Background: an optimization exercise with open tools, aiming at small area. Do not read the settings as production practice.
The RTL was checked by simulation tests, not by an equivalence proof against the original design.
Power and IR drop assume default switching activity.

the previous run:
Design regfile_top, start of the top module:
module regfile_top (
    input  logic         clk,
    input  logic         reset,
    input  logic         wen0,
    input  logic [4:0]   waddr0,
    input  logic [31:0]  wdata0,
    input  logic         wen1,
    input  logic [4:0]   waddr1,
    input  logic [31:0]  wdata1,
    input  logic [19:0]  raddr,
    output logic [127:0] rdata,
    output logic [3:0]   rbusy,
    input  logic         rsv_en,
    input  logic [4:0]   rsv_addr,
    output logic         any_busy
);
Size in the first run: ~6300 cells after synthesis, ~1200 flip-flops, about 240 I/O pins, roughly 62000 sq um of cells after synthesis.
export LEC_CHECK = 0
export CAP_MARGIN = 20
export CELL_PAD_IN_SITES_DETAIL_PLACEMENT = 2
export CELL_PAD_IN_SITES_GLOBAL_PLACEMENT = 2
export CORE_MARGIN = 2
export CORE_UTILIZATION = 30
export CTS_BUF_LIST = sky130_fd_sc_hd__clkbuf_16
export CTS_CLUSTER_DIAMETER = 80
export CTS_CLUSTER_SIZE = 30
export GPL_TIMING_DRIVEN = 0
export SETUP_SLACK_MARGIN = 0.15
export SLEW_MARGIN = 20
export SYNTH_HIERARCHICAL = 1
export SYNTH_MINIMUM_KEEP_SIZE = 0
create_clock -name core_clock -period 3.6 [get_ports {clk}]
standard.sh (not shown) runs the stock make flow with config.mk's settings and CLKGATE_MAP_FILE= SYNTH_SCRIPT=/design/flow/synth_recipe.tcl, a recipe that flattens the netlist after the stock synthesis.
==> flow/flow/run.sh <==
#!/bin/bash
# The standard layout with two changes: plain buffers (buf_2) on the ports instead of the
# delay-cell buffer that buffer_ports picks by default, and after global placement the output
# registers are moved back next to their read logic (pull_outregs.tcl). The make output goes
# to standard.log; each ORFS step writes its own log under orfs/logs.
set -euo pipefail
here=$(cd "$(dirname "$0")" && pwd)
export BUFFER_PORTS_ARGS="-buffer_cell sky130_fd_sc_hd__buf_2"
export POST_GLOBAL_PLACE_TCL="$here/pull_outregs.tcl"
bash standard.sh > standard.log 2>&1
==> flow/flow/pull_outregs.tcl <==
# POST_GLOBAL_PLACE_TCL: the output registers (rdata, rbusy, any_busy) sit between their read
# logic and their output port, and global placement pulls them towards the port, stretching
# the read path's last nets. Move each such register, and the gate driving its D input, to
# the centre of the cells that drive that gate, so the long wire is the one from the
# register to its port, which has slack to spare. Detailed placement legalises them later.
set block [ord::get_db_block]

proc driver_of {net} {
  foreach it [$net getITerms] {
    if {[$it isOutputSignal]} { return [$it getInst] }
  }
  return "NULL"
}

set moved 0
foreach inst [$block getInsts] {
  set n [string map {\\ ""} [$inst getName]]
  if {![string match {u_rf.rdata\[*\]$*} $n] && ![string match {u_rf.rbusy\[*\]$*} $n] &&
      ![string match {u_rf.u_sb.any_busy$*} $n]} {
    continue
  }
  set dnet ""
  foreach it [$inst getITerms] {
    if {[[$it getMTerm] getName] eq "D"} { set dnet [$it getNet] }
  }
  if {$dnet eq "" || $dnet eq "NULL"} continue
  set g [driver_of $dnet]
  if {$g eq "NULL"} continue
  set sx 0
  set sy 0
  set cnt 0
  foreach it [$g getITerms] {
    if {![$it isInputSignal]} continue
    set net [$it getNet]
    if {$net eq "NULL"} continue
    set d [driver_of $net]
    if {$d eq "NULL"} continue
    set bb [$d getBBox]
    incr sx [expr {([$bb xMin] + [$bb xMax]) / 2}]
    incr sy [expr {([$bb yMin] + [$bb yMax]) / 2}]
    incr cnt
  }
  if {$cnt == 0} continue
  set cx [expr {$sx / $cnt}]
  set cy [expr {$sy / $cnt}]
  $g setLocation $cx $cy
  $inst setLocation $cx $cy
  incr moved
}
puts "pull_outregs: moved $moved output registers next to their read logic"
Status the previous run: flow complete, layout not clean - negative setup slack
For the current run, these inputs were changed with respect to the previous run:
-- flow/config.mk --
<<< the previous run, line 17
export SETUP_SLACK_MARGIN = 0.15
>>> the current run, line 17
export SETUP_SLACK_MARGIN = 0.5
Results
When the current run is set beside the previous run, its cell area turns out to be 5700 sq um larger. The previous run -> the current run: sequential cell count delta 0, exact match. STATUS run=the current run STAGES=ALL_DONE FINAL_CHECKS=FAILED CAUSE=max-capacitance violations, max-slew violations, negative setup slack. Re global-route usage: the previous run was lower than the current run. Taking the previous run as the reference point, the buffers plus inverters on the worst setup path of the current run falls by 1. STATUS power: the current run loses against the previous run. Register share of the cell area in the current run vs the previous run: down 2.2 points. Post-synthesis instance area came out exactly the same in the current run and the previous run. Clock buffer count from CTS: the previous run vs the current run identical.

## what the ideal ports hide
The results above use ideal ports. As a check the final layouts listed here were re-extracted and re-timed, cells and wires unchanged.
Step 1: set_driving_cell puts a clkbuf_16 on clk and a buf_2 on each other input, an assumption about the parent block.
Step 2 also shifts input and output timing later by t, the mid clock arrival at the registers, as if the neighbouring blocks saw the same clock.
a / b / c = no drivers / after step 1 / after step 2; a / b = the first two.
run | t, ns | setup WS [ns] | worst hold slack (ns) | cell pins on the clock port's net
the previous run | 0.903 | -0.084 / -0.083 / -0.986 | 0.310 / 0.235 / 0.457 | 1
the current run | 0.941 | -0.392 / -0.495 / -1.436 | 0.256 / 0.205 / 0.458 | 1
The setup slack of the current run, which loses most, moves by -0.103 ns with the drivers and by -1.044 ns with both steps.
